This is an optimization exercise on Yosys and OpenROAD, whose aim is small area, not a production implementation. Function was checked by simulation only, so behaviour that the tests miss may differ from the original. Power and IR drop assume default switching activity. The clock port is modelled as an ideal driver; clocking choices that lean on that would not hold on a real chip.

==> flow/design.v <==
package output_collector_pkg;
    localparam int LANES       = 3;
    localparam int ACC_WIDTH   = 32;
    localparam int COORD_WIDTH = 32;
    typedef struct packed {
        logic [COORD_WIDTH-1:0]                x;
        logic [COORD_WIDTH-1:0]                y;
        logic [COORD_WIDTH-1:0]                ch;
        logic [LANES-1:0]                      lane_mask;
        logic [LANES-1:0][ACC_WIDTH-1:0]       data;
    } beat_t;
    typedef enum logic [1:0] {
        ST_IDLE = 2'd0,
        ST_EMIT = 2'd1,
        ST_DONE = 2'd2
    } state_t;
endpackage
module output_collector #(
    parameter int FEATURE_MAP_WIDTH  = 4,
    parameter int FEATURE_MAP_HEIGHT = 4,
    parameter int OUTPUT_NB_CHANNELS = 6,
    parameter int OUT_WIDTH          = 16,
    parameter int FIFO_DEPTH         = 8
) (
    input  logic                       clk,
    input  logic                       arst_n_in,
    input  logic                       output_valid,
    input  logic [31:0]                output_x,
    input  logic [31:0]                output_y,
    input  logic [31:0]                output_ch,
    input  logic [95:0]                ods_data,
    output logic                       almost_full,
    output logic                       overflow,
    output logic                       host_valid,
    input  logic                       host_ready,
    output logic [OUT_WIDTH-1:0]       host_data,
    output logic [31:0]                host_x,
    output logic [31:0]                host_y,
    output logic [31:0]                host_ch,
    output logic                       frame_done
);
    localparam int FRAME_WORDS = FEATURE_MAP_WIDTH * FEATURE_MAP_HEIGHT * OUTPUT_NB_CHANNELS;
    function automatic logic [15:0] sat16(input logic [31:0] v);
        if (v[31] == 1'b0 && v[30:15] != 16'h0000) begin
            sat16 = 16'h7FFF;
        end else if (v[31] == 1'b1 && v[30:15] != 16'hFFFF) begin
            sat16 = 16'h8000;
        end else begin
            sat16 = v[15:0];
        end
    endfunction
    logic [31:0] mem_x  [8];
    logic [31:0] mem_y  [8];
    logic [2:0]  mem_ch [8];
    logic [15:0] mem_d0 [8];
    logic [15:0] mem_d1 [8];
    logic [15:0] mem_d2 [8];
    logic [2:0] wr_ptr_q, rd_ptr_q;
    logic [3:0] count_q;
    logic       hv_q;         
    logic       fd_q;         
    logic       mid_q;        
    logic [1:0] lane_q;
    logic [6:0] wcnt_q;
    logic       ovf_q;
    logic       push_req, full, empty, do_push, pop;
    logic       last_lane, frame_end, take;
    logic [2:0] head_ch;
    assign push_req = output_valid && (output_ch < 32'd6);
    assign full     = count_q[3];
    assign empty    = (count_q == 4'd0);
    assign head_ch  = mem_ch[rd_ptr_q];
    assign last_lane = (lane_q == 2'd2) || ({1'b0, head_ch} + {2'b0, lane_q} == 4'd5);
    assign frame_end = (wcnt_q == 7'(FRAME_WORDS - 1));
    assign take      = hv_q && host_ready;
    assign pop       = take && last_lane;
    assign do_push   = push_req && (!full || pop);
    always_ff @(posedge clk) begin
        if (do_push) begin
            mem_x[wr_ptr_q]  <= output_x;
            mem_y[wr_ptr_q]  <= output_y;
            mem_ch[wr_ptr_q] <= output_ch[2:0];
            mem_d0[wr_ptr_q] <= sat16(ods_data[31:0]);
            mem_d1[wr_ptr_q] <= sat16(ods_data[63:32]);
            mem_d2[wr_ptr_q] <= sat16(ods_data[95:64]);
        end
    end
    always_ff @(posedge clk) begin
        if (!arst_n_in) begin
            wr_ptr_q <= '0;
            rd_ptr_q <= '0;
            count_q  <= '0;
            hv_q     <= 1'b0;
            fd_q     <= 1'b0;
            mid_q    <= 1'b0;
            lane_q   <= '0;
            wcnt_q   <= '0;
            ovf_q    <= 1'b0;
        end else begin
            if (do_push) wr_ptr_q <= wr_ptr_q + 3'd1;
            if (pop)     rd_ptr_q <= rd_ptr_q + 3'd1;
            count_q <= count_q + 4'(do_push) - 4'(pop);
            if (push_req && full && !pop) ovf_q <= 1'b1;
            fd_q  <= 1'b0;
            mid_q <= 1'b0;
            if (take) begin
                if (frame_end) begin
                    wcnt_q <= '0;
                    hv_q   <= 1'b0;
                    fd_q   <= 1'b1;
                    mid_q  <= !last_lane;
                    lane_q <= lane_q + 2'd1;
                end else begin
                    wcnt_q <= wcnt_q + 7'd1;
                    if (last_lane) begin
                        lane_q <= '0;
                        hv_q   <= (count_q != 4'd1) || push_req;
                    end else begin
                        lane_q <= lane_q + 2'd1;
                    end
                end
            end else if (fd_q && mid_q) begin
                hv_q <= 1'b1;
            end else if (!hv_q && !empty) begin
                hv_q   <= 1'b1;
                lane_q <= '0;
            end
        end
    end
    always_comb begin
        case (lane_q)
            2'd0:    host_data = mem_d0[rd_ptr_q];
            2'd1:    host_data = mem_d1[rd_ptr_q];
            default: host_data = mem_d2[rd_ptr_q];
        endcase
    end
    assign host_x      = mem_x[rd_ptr_q];
    assign host_y      = mem_y[rd_ptr_q];
    assign host_ch     = {29'd0, head_ch + {1'b0, lane_q}};
    assign host_valid  = hv_q;
    assign frame_done  = fd_q;
    assign overflow    = ovf_q;
    assign almost_full = (count_q >= 4'd6);
endmodule
==> flow/run.sh <==
#!/bin/bash
# synth_recipe.tcl (not shown) runs the flow's synth.tcl, then flattens the netlist and writes it again
# the make line also repeats each setting of config.mk as NAME=value (left out here)
make -C /OpenROAD-flow-scripts/flow DESIGN_CONFIG=/design/flow/config.mk WORK_HOME=/design/flow/orfs CLKGATE_MAP_FILE= SYNTH_SCRIPT=/design/flow/synth_recipe.tcl finish
==> flow/config.mk <==
export PLATFORM = sky130hd
export DESIGN_NAME = output_collector
export DESIGN_NICKNAME = output_collector
export VERILOG_FILES = /design/flow/design.v
export SDC_FILE = /design/flow/constraint.sdc
export NUM_CORES = 4
export LEC_CHECK = 0
export CAP_MARGIN = 20
export CORE_MARGIN = 2
export CORE_UTILIZATION = 40
export SLEW_MARGIN = 20
==> flow/constraint.sdc <==
create_clock -name core_clock -period 7.0 [get_ports {clk}]
set_input_delay 1.4000 -clock core_clock [delete_from_list [all_inputs] [get_ports {clk}]]
set_output_delay 1.4000 -clock core_clock [all_outputs]
set_load 0.01 [all_outputs]
==> results of run 1 <==
-- worst paths after layout --
path / cells after the start / endpoint / slack, ps / from
hold / removal: 1 / ovf_q / 470 / ovf_q
setup reg to reg: 12 / mem_d0[2][5] / 1800 / register
hold reg to reg: 1 / ovf_q / 470 / ovf_q
setup / recovery: 6 / host_data[15] / 1550 / register
-- cell families (layout without fill, tap and decap cells) --
kind of cell	Yosys count	after routing	share of synthesized area
buf+inv	125	508	0.01672
other cells	1	32	0.0001014
compound gates	89	89	0.02017
flops	946	946	0.7613
xor+xnor	10	10	0.002369
fa+ha+maj	16	16	0.005821
simple gates	123	123	0.01821
mux	350	350	0.1753
-- registers in the layout, indices dropped and copies added (netlist names), named ones only --
signal and count:
mem_y 256, wr_ptr_q 3, hv_q 1, count_q 4, mem_x 256, wcnt_q 7
mem_d1 128, rd_ptr_q 3, fd_q 1, lane_q 2, mem_d0 128, ovf_q 1
mem_ch 24, mem_d2 128, mid_q 1
-- per-stage QoR --
| step | total power [mW] | TNS (ps) | util | setup WS (ps) | hold WS, ps |
|---|---|---|---|---|---|
| 4_1_cts | 11.88 | 0 | 0.4856 | 1391 | 479.4 |
| 3_5_place_dp | 6.809 | 0 | 0.4510 | 1710 | 465.8 |
| 5_1_grt | 12.14 | 0 | 0.4859 | 1226 | 510.5 |
| 6_report | 11.77 | 0 | 0.4859 | 1548 | 470.9 |
| 2_1_floorplan | 6.546 | -1038400 | - | -1929 | 448.9 |
| 3_3_place_gp | 6.798 | 0 | 0.4510 | 1746 | 449.4 |
-- layer usage --
layer | part of all wire | global-route usage | vias to the layer above
li1 | - | - | 7623
met1 | 0.43 | 0.2289 | 9270
met2 | 0.49 | 0.2804 | 479
met3 | 0.058 | 0.03422 | 110
met4 | 0.021 | 0.05468 | 14
met5 | 0.0011 | 0 | -
-- area by class of cell --
type	count	area [sq um]
multi-input combinational	617	8426
timing repair buffer	314	3246
clock buffer	118	2549
tap	1186	1484
sequential	946	28160
antenna	3	7.507
clock inverter	63	624.3
inverter	13	48.80
fill	7413	47120
-- power groups by stage --
| stage | clock network (mW) | registers [mW] | logic (mW) |
|---|---|---|---|
| 4_1_cts | 5.19 | 6.23 | 0.461 |
| 6_report | 5.09 | 6.23 | 0.454 |
| 3_3_place_gp | 0 | 6.35 | 0.449 |
| 2_1_floorplan | 0 | 6.35 | 0.199 |
| 5_1_grt | 5.42 | 6.23 | 0.492 |
| 3_5_place_dp | 0 | 6.35 | 0.460 |
-- cell usage after synthesis, types with 8 or more instances --
master,instances,area (sq um)
a221o_1,16,160.2
and2_1,10,62.56
buf_1,16,60.06
buf_2,26,130.1
buf_4,29,217.7
clkbuf_1,40,150.1
dfxtp_1,26,520.5
edfxtp_1,920,27630
ha_1,14,175.2
inv_1,13,48.80
mux2_2,97,1092
mux2i_1,24,240.2
mux4_2,228,5135
nand2_1,22,82.58
nand4_1,14,87.58
nor2_1,13,48.80
nor2b_1,8,50.05
nor3_1,20,100.1
nor4_1,15,93.84
o21a_1,46,345.3
xor2_1,8,70.07
-- placed cells by master (no fill, tap or decap), drive strengths merged, types with 22 or more instances in the layout --
cell type,count
mux2,98
dfxtp,26
clkinv,49
buf,32
o21a,46
edfxtp,920
clkdlybuf4s50,282
clkbuf,118
mux4,228
nand2,22
mux2i,24
conb,29
==> flow_summary.ini, run 1 <==
[floorplanning]
die_area_sq_um = 94880
die_w_microns = 308.0
floorplan.initialDensity = 0.4034
num_rows = 111
core-area_sq_um = 91660
die_y_microns = 308.0
io_pins = 312

[timing]
layout_min_cycle_time_ps = 5452
rsz0062_at_grt = false
tightest_slew_ps = 1084
hold_violations = 0
fin_crit_sh = 0.7788
max_slew_margin = 0.2774
clock.fmax_ghz = 0.1834
slew_violations = 0
finClkSkew_ps = 32.70
finalSetupViolations = 0

[cts]
clock_sinks = 946
ctsResizeCount = 0
cts_setup_buffers = 0
clock_path_buffers = 3
cts.htree.levels = 3
hold_buffers = 0
clock-root-buffer = clkbuf_16
cts_buffers = 97
clkLatencyLatePin_ps = 670
cts_tree = yes
cts.reportedPaths.clkPinSlew_ps = 60

[worst_setup_path]
crit_type = reg2out
slowest_stage = dfxtp_4
cp.arrival_ps = 4050
worst_setup_path_start_kind = register
crit_buf_inv = 2
critPathCaptureType = output pin
crit_fanout = 90
required_ps = 5600
path_cells = buf_12, mux4_2, mux2i_1, nor3_1, a221o_1, clkdlybuf4s50_1
critPathTopFamily = buffers and inverters
cpPeakStageDelay_ps = 810

[synth]
ys.flop_type = edfxtp_1
async_flop_share = 0
synth_edf_count = 920
synth_warnings = 1
synth.distinct_cells = 53
synth_area_sq_um = 36970
ys_ff_latch = 946
syn_inst = 1660
syn_area_per_cell_sq_um = 22.27
synth-seq-area-share = 0.7613

[placement]
routabilityCongestion = 0.7618
placement.io_buffers = 282
dp.cells = 3075
dpl_cell_area_sq_um = 41340
post-dp-hpwl_microns = 44580

[finish]
area_delta_synth_final_pct = 20.47
final_area_sq_um = 44540
nets = 2201
drive_gt1_frac = 0.2516
fin_cells = 3260

[global_route]
grt_max_degree = 116
grt_use_total = 0.1705
grt_pass1_vias = 18640
grt_pass1_wl_microns = 119900
overflow = 0
antenna_found_initial = 11

[detailed_routing]
first_pass_iters = 5
post_drt_via_cell_ratio = 5.367
routed_wl_microns = 80560
antenna_left = 0
first_iter_violations = 1425
vias = 17500
drc = 0
avgRoutedWirePerCell_microns = 24.71

[power_and_ir_drop]
p_per_area_nw_per_um2 = 264.3
p_seq_frac = 0.529
leakage_nw = 13.47
clock_power_share = 0.432
peakVddDrop_mv = 0.1903
netSwitchingFraction = 0.2030
comb_power_share = 0.039
power_switching_mw = 2.390
intPower_mw = 9.382

[run]
drv_cap = 0

[run_status]
status = timing/DRC/antenna clean

[worst_hold_path]
hp-class = reg2reg
==> run 2: changes to the inputs <==
--- a/flow/design.v
+++ b/flow/design.v
@@ -57,3 +57,4 @@
     logic [15:0] mem_d2 [8];
-    logic [2:0] wr_ptr_q, rd_ptr_q;
+    logic [2:0] wr_ptr_q;
+    logic [7:0] rd_oh_q;      
     logic [3:0] count_q;
@@ -71,3 +72,18 @@
     assign empty    = (count_q == 4'd0);
-    assign head_ch  = mem_ch[rd_ptr_q];
+    logic [7:0]  rd_sel;
+    logic [31:0] head_x, head_y;
+    logic [15:0] head_d0, head_d1, head_d2;
+    always_comb begin
+        head_x = '0; head_y = '0; head_ch = '0;
+        head_d0 = '0; head_d1 = '0; head_d2 = '0;
+        for (int i = 0; i < 8; i++) begin
+            rd_sel[i] = rd_oh_q[i];
+            head_x  = head_x  | ({32{rd_sel[i]}} & mem_x[i]);
+            head_y  = head_y  | ({32{rd_sel[i]}} & mem_y[i]);
+            head_ch = head_ch | ({3{rd_sel[i]}}  & mem_ch[i]);
+            head_d0 = head_d0 | ({16{rd_sel[i]}} & mem_d0[i]);
+            head_d1 = head_d1 | ({16{rd_sel[i]}} & mem_d1[i]);
+            head_d2 = head_d2 | ({16{rd_sel[i]}} & mem_d2[i]);
+        end
+    end
     assign last_lane = (lane_q == 2'd2) || ({1'b0, head_ch} + {2'b0, lane_q} == 4'd5);
@@ -90,3 +106,3 @@
             wr_ptr_q <= '0;
-            rd_ptr_q <= '0;
+            rd_oh_q  <= 8'd1;
             count_q  <= '0;
@@ -100,3 +116,3 @@
             if (do_push) wr_ptr_q <= wr_ptr_q + 3'd1;
-            if (pop)     rd_ptr_q <= rd_ptr_q + 3'd1;
+            if (pop)     rd_oh_q  <= {rd_oh_q[6:0], rd_oh_q[7]};
             count_q <= count_q + 4'(do_push) - 4'(pop);
@@ -131,9 +147,9 @@
         case (lane_q)
-            2'd0:    host_data = mem_d0[rd_ptr_q];
-            2'd1:    host_data = mem_d1[rd_ptr_q];
-            default: host_data = mem_d2[rd_ptr_q];
+            2'd0:    host_data = head_d0;
+            2'd1:    host_data = head_d1;
+            default: host_data = head_d2;
         endcase
     end
-    assign host_x      = mem_x[rd_ptr_q];
-    assign host_y      = mem_y[rd_ptr_q];
+    assign host_x      = head_x;
+    assign host_y      = head_y;
     assign host_ch     = {29'd0, head_ch + {1'b0, lane_q}};
==> flow/flow/run.sh (new file) <==
#!/bin/bash
set -euo pipefail
cd "$(dirname "$0")/.."
CTS="-sink_clustering_enable -repair_clock_nets -dont_use_dummy_load -sink_clustering_size 30 -sink_clustering_max_diameter 100 -buf_list sky130_fd_sc_hd__clkbuf_16 -tree_buf sky130_fd_sc_hd__clkbuf_2 -root_buf sky130_fd_sc_hd__clkbuf_4"
bash standard.sh "BUFFER_PORTS_ARGS=-buffer_cell sky130_fd_sc_hd__buf_1" "CTS_ARGS=$CTS" finish > standard.log 2>&1
==> flow/standard.sh (new file) <==
#!/bin/bash
# synth_recipe.tcl (not shown) runs the flow's synth.tcl, then flattens the netlist and writes it again
# the make line also repeats each setting of config.mk as NAME=value (left out here)
make -C /OpenROAD-flow-scripts/flow DESIGN_CONFIG=/design/flow/config.mk WORK_HOME=/design/flow/orfs CLKGATE_MAP_FILE= SYNTH_SCRIPT=/design/flow/synth_recipe.tcl "${@:-finish}"
--- a/flow/config.mk
+++ b/flow/config.mk
@@ -9,3 +9,3 @@
 export CORE_MARGIN = 2
-export CORE_UTILIZATION = 40
+export CORE_UTILIZATION = 60
 export SLEW_MARGIN = 20
removed: flow/run.sh
==> flow_summary.ini, run 2 <==
[floorplanning]
floorplan.initialDensity = 0.6061
die_area_sq_um = 60120
die_w_microns = 245.2
core-area_sq_um = 57590
die_y_microns = 245.2
num_rows = 88
io_pins = 312

[global_route]
grt_use_total = 0.2764
antenna_found_initial = 7
grt_max_degree = 96
overflow = 0
grt_pass1_wl_microns = 122700
grt_pass1_vias = 19160

[synth]
synth_top_area_frac = 0.7915
synth_common_cells = edfxtp_1, a22oi_1, nand4_1, clkbuf_1, o21a_1
yosysTopAreaCell = edfxtp_1
yosysMostFrequentCell = edfxtp_1
syn_area_per_cell_sq_um = 18.12
syn_inst = 1926
synth.distinct_cells = 51
synth-seq-area-share = 0.8076
synth_area_leaders = edfxtp_1, a22oi_1, nand4_1
synth_edf_count = 920
async_flop_share = 0
synth_area_sq_um = 34900
ys_ff_latch = 948
ys.flop_type = edfxtp_1
synth_warnings = 1

[power_and_ir_drop]
leakage_nw = 10.71
total_power_mw = 9.084
intPower_mw = 7.213
p_per_area_nw_per_um2 = 241.2
p_seq_frac = 0.686
peakVddDrop_mv = 0.1883
clock_power_share = 0.261
comb_power_share = 0.053
power_switching_mw = 1.871
netSwitchingFraction = 0.2060

[cts]
hold_buffers = 0
cts.htree.levels = 2
clock-root-buffer = clkbuf_4
clkLatencyLatePin_ps = 920
cts_buffers = 37
cts.reportedPaths.clkPinSlew_ps = 110
clock_path_buffers = 3
cts_setup_buffers = 0
clock_sinks = 948
cts_tree = yes
ctsResizeCount = 0

[detailed_routing]
drc = 0
routed_wl_microns = 82750
first_iter_violations = 1766
vias = 19410
post_drt_via_cell_ratio = 6.639
avgRoutedWirePerCell_microns = 28.30
first_pass_iters = 5
antenna_left = 0

[finish]
final_cell_mix = edfxtp_1, a22oi_1, buf_1
final_common_cell = edfxtp_1
fill_cells = 4014
nets = 2369
top_regs = mem_x (256), mem_y (256)
area_delta_synth_final_pct = 7.922
final_area_sq_um = 37670
drive_gt1_frac = 0.04917

[worst_setup_path]
critPathCaptureType = output pin
required_ps = 5600
crit_type = reg2out
crit_fanout = 60
cp.arrival_ps = 3890
worst_setup_path_start_kind = register

[placement]
routabilityCongestion = 0.7919
post-dp-hpwl_microns = 43460
placement.io_buffers = 282
dpl_cell_area_sq_um = 36820

[worst_hold_path]
hp-class = reg2reg

[timing]
clock.fmax_ghz = 0.1892
slew_violations = 0
layout_min_cycle_time_ps = 5286
fin_crit_sh = 0.7552
rsz0062_at_grt = false
tightest_slew_ps = 1136
finClkSkew_ps = 77.22
max_slew_margin = 0.2427
hold_violations = 0
finalSetupViolations = 0

[run_status]
status = timing/DRC/antenna clean

[run]
drv_cap = 0
## run 2: path summary, 6_finish.rpt
kind,from,endpoint,slack [ps],depth (start not counted)
worst max-delay path,rd_oh_q[4],host_data[5],1710,5
worst min-delay path,wcnt_q[1],wcnt_q[1],500,2
worst max register to register,rd_oh_q[4],mem_y[7][22],2020,13
worst min register to register,wcnt_q[1],wcnt_q[1],500,2
## run 2: area by class of cell
class | count | area, sq um | share of cell area
flip-flops and latches | 948 | 28220 | 0.7491
diodes | 3 | 7.507 | 0.0001993
well taps | 765 | 957.2 | 0.02541
multi-input cells | 840 | 6175 | 0.1639
clock buffers | 37 | 838.3 | 0.02225
inverters | 14 | 52.55 | 0.001395
repair buffers | 317 | 1421 | 0.03773
## run 2: per-stage QoR
stage               setup WS, ps  utilization  instances  hold WS [ps]  setup TNS (ps)
global route                1629       0.6541       2924         535.9               0
detailed placement          1975       0.6394       2884         488.1               0
CTS                         1652       0.6540       2921         504.3               0
floorplan                  -1044            -       1954         453.7         -430530
global placement            2040       0.6394       2884         476.6               0
finish                      1714       0.6541       2924         500.3               0
## run 2: routing by layer
metal | global-route usage | routed length (microns) | vias up
met3 | 0.04253 | 5601 | 99
met5 | 0 | 46 | -
met2 | 0.4541 | 40900 | 727
met1 | 0.3983 | 34700 | 10130
li1 | - | - | 8445
met4 | 0.05936 | 1505 | 8
## run 2: worst max-delay path, cell delays in order (launching register included)
cell,delay [ps]
dfxtp_4,980
buf_4,870
a22oi_1,200
a41oi_1,480
a221o_1,260
buf_1,170
## run 2: cells by family (layout without fill, tap and decap cells)
family,Yosys count,after routing,share of synthesized area
and+or+nand+nor,211,211,0.03531
AOI/OAI and AO/OA,576,576,0.1265
xor gates and xnor gates,7,7,0.001757
adders and majority gates,15,15,0.005807
DFF,948,948,0.8076
muxes,2,2,0.0005736
other,1,32,0.0001074
buffers and inverters,166,368,0.02233
## run 2: power groups by stage
stage          Clock, mW  Sequential (mW)  Combinational (mW)
2_1_floorplan          0             6.37               0.254
3_3_place_gp           0             6.37               0.474
3_5_place_dp           0             6.37               0.483
4_1_cts             2.41             6.24               0.484
5_1_grt             2.59             6.24               0.523
6_report            2.37             6.24               0.478
==> run 3: changes to the inputs <==
--- a/flow/config.mk
+++ b/flow/config.mk
@@ -9,3 +9,3 @@
 export CORE_MARGIN = 2
-export CORE_UTILIZATION = 60
+export CORE_UTILIZATION = 40
 export SLEW_MARGIN = 20
==> flow_summary.ini, run 3 <==
[run_status]
status = timing/DRC/antenna clean

[global_route]
overflow = 0
grt_pass1_vias = 19780
grt_use_total = 0.1936
grt_pass1_wl_microns = 129600
grt_max_degree = 116
antenna_found_initial = 10

[floorplanning]
die_w_microns = 299.4
floorplan.initialDensity = 0.4030
die_area_sq_um = 89640
io_pins = 312
core-area_sq_um = 86620
num_rows = 108
die_y_microns = 299.4

[cts]
clock_sinks = 948
clkLatencyLatePin_ps = 970
cts_tree = yes
cts.reportedPaths.clkPinSlew_ps = 110
cts_buffers = 38
clock_path_buffers = 3
hold_buffers = 0
clock-root-buffer = clkbuf_4
cts_setup_buffers = 0
cts.htree.levels = 2
ctsResizeCount = 0

[detailed_routing]
vias = 19490
avgRoutedWirePerCell_microns = 26.73
first_pass_iters = 5
antenna_left = 0
first_iter_violations = 1822
post_drt_via_cell_ratio = 5.851
drc = 0
routed_wl_microns = 89010

[placement]
placement.io_buffers = 282
routabilityCongestion = 0.7715
pre_cts_ws_ps = 1877
post-dp-hpwl_microns = 51220
dpl_cell_area_sq_um = 37550

[synth]
synth_area_leaders = edfxtp_1, a22oi_1, nand4_1
synth_edf_count = 920
yosysTopAreaCell = edfxtp_1
synth-seq-area-share = 0.8076
syn_area_per_cell_sq_um = 18.12
synth_area_sq_um = 34900
async_flop_share = 0
ys.flop_type = edfxtp_1
synth.distinct_cells = 51
ys_ff_latch = 948
yosysMostFrequentCell = edfxtp_1
synth_warnings = 1
synth_top_area_frac = 0.7915
synth_common_cells = edfxtp_1, a22oi_1, nand4_1, clkbuf_1, o21a_1
syn_inst = 1926

[finish]
seqCellArea_sq_um = 28220
final_common_cell = edfxtp_1
drive_gt1_frac = 0.05666
final_area_sq_um = 38470
top_regs = mem_x (256), mem_y (256)
final_cell_mix = edfxtp_1, a22oi_1, buf_1
nets = 2384
area_delta_synth_final_pct = 10.22
fill_cells = 7445
multiInputGateArea_sq_um = 6190

[worst_setup_path]
critPathTopFamily = compound AO/OA/AOI/OAI gates
crit_type = reg2out
regToRegStartpoint = rd_oh_q[2]
crit_fanout = 64
worst_setup_path_start_kind = register
reg2reg_depth = 13
cpPeakStageDelay_ps = 950
worst_r2r_endpoint = mem_d0[7][3]
cp.arrival_ps = 4080
r2r_setup_slack_ps = 2040
slowest_stage = buf_4
critPathCaptureType = output pin
required_ps = 5600
path_cells = buf_4, a22oi_1, a41oi_1, a221o_1, buf_1
crit_buf_inv = 2

[timing]
rsz0062_at_grt = false
finClkSkew_ps = 152.1
finalSetupViolations = 0
layout_min_cycle_time_ps = 5477
slew_violations = 0
hold_violations = 0
setup_slack_ps = 1523
clock.fmax_ghz = 0.1826
max_slew_margin = 0.2699
fin_crit_sh = 0.7824
tns_ps = 0
tightest_slew_ps = 1095
fin_hold_ws_ps = 505.0

[power_and_ir_drop]
peakVddDrop_mv = 0.2139
p_per_area_nw_per_um2 = 238.5
total_power_mw = 9.175
leakage_nw = 10.84

[worst_hold_path]
hp-start = wcnt_q[1]
hold_path_end = wcnt_q[1]
worstHoldPathCells = 2
hp-class = reg2reg

[run]
drv_cap = 0
run 3: cell counts after synthesis:
No cell type changed its count.
run 3: stage by stage:
stage	utilization	cells
2_1_floorplan	-	1954
3_3_place_gp	0.4325	3281
3_5_place_dp	0.4335	3285
4_1_cts	0.4435	3323
5_1_grt	0.4440	3327
6_report	0.4441	3330
run 3: worst max path at each step:
stage	startpoint	endpoint	slack, ps	depth (start not counted)
6_report	rd_oh_q[0]	host_data[5]	1520	5
5_1_grt	rd_oh_q[2]	host_data[5]	1350	6
4_1_cts	rd_oh_q[2]	host_data[5]	1540	6
3_5_place_dp	rd_oh_q[0]	mem_y[4][9]	1880	13
3_3_place_gp	rd_oh_q[6]	mem_y[6][15]	1860	13
2_1_floorplan	rd_oh_q[0]	mem_ch[6][0]	-1040	15
run 3: logic make-up (layout without fill, tap and decap cells):
group           Yosys count  in the layout  synth area share
simple gates            211            211           0.03531
other cells               1             33         0.0001074
fa+ha+maj                15             15          0.005807
compound gates          576            576            0.1265
mux                       2              2         0.0005736
buf+inv                 166            383           0.02233
flops                   948            948            0.8076
xor+xnor                  7              7          0.001757
run 3: final cells by class:
cell class                 instances  area share
antenna                            4   0.0002602
sequential                       948      0.7335
clock buffer                      38     0.02244
timing repair buffer             331     0.04397
multi-input combinational        840      0.1609
tap                             1155     0.03757
inverter                          14    0.001366
run 3: power by group:
part | switching, mW | internal [mW] | leakage [nW] | total [mW]
clock network | 1.56 | 0.867 | 0.430 | 2.43
registers | 0.0169 | 6.22 | 8.31 | 6.24
logic | 0.357 | 0.147 | 2.10 | 0.504
total | 1.94 | 7.24 | 10.8 | 9.18
run 3: routing by layer:
metal,GRT usage,vias to the layer above,wire length [microns]
met5,0,-,108
met2,0.3344,745,44520
li1,-,8477,-
met4,0.04476,16,1836
met1,0.2547,10140,36410
met3,0.03573,107,6125
run 3: worst register-to-register path, cell delays in order, from the launching register on:
cell and delay [ps]:
dfxtp_4 630, buf_4 500, a22oi_1 200, nand4_1 190, inv_1 80, fa_1 510, nand2_1 70, or3_1 320
nor3_2 250, nor3_2 170, inv_2 190, o211ai_2 230, nor2_4 570, buf_12 550

re-timing with driven ports:
Ports are ideal in the flow. The routed layouts listed here were re-timed in OpenROAD. Step 1 (the two cells are an assumption about what drives the block):
set clk [get_ports {clk}]
set_driving_cell -lib_cell sky130_fd_sc_hd__clkbuf_16 $clk
set_driving_cell -lib_cell sky130_fd_sc_hd__buf_2 [delete_from_list [all_inputs] $clk]
Step 2 also shifts input and output timing later by t, the mid clock arrival at the registers, as if the neighbouring blocks saw the same clock. Three values: ideal, step 1, step 2; two values: the first two.
| run | t (ns) | setup slack, ns | clock arrival spread, ns | slew at the worst register clock pin (ns) | pins driven straight from the clock port |
|---|---|---|---|---|---|
| run 1 | 0.716 | 1.548 / 1.486 / 1.801 | 0.039 / 0.039 | 0.07 / 0.07 | 1 |
| run 2 | 0.941 | 1.714 / 1.655 / 2.023 | 0.082 / 0.082 | 0.11 / 0.11 | 1 |
| run 3 | 0.954 | 1.523 / 1.462 / 2.040 | 0.153 / 0.153 | 0.12 / 0.12 | 1 |
After both steps every run listed still meets setup and hold.
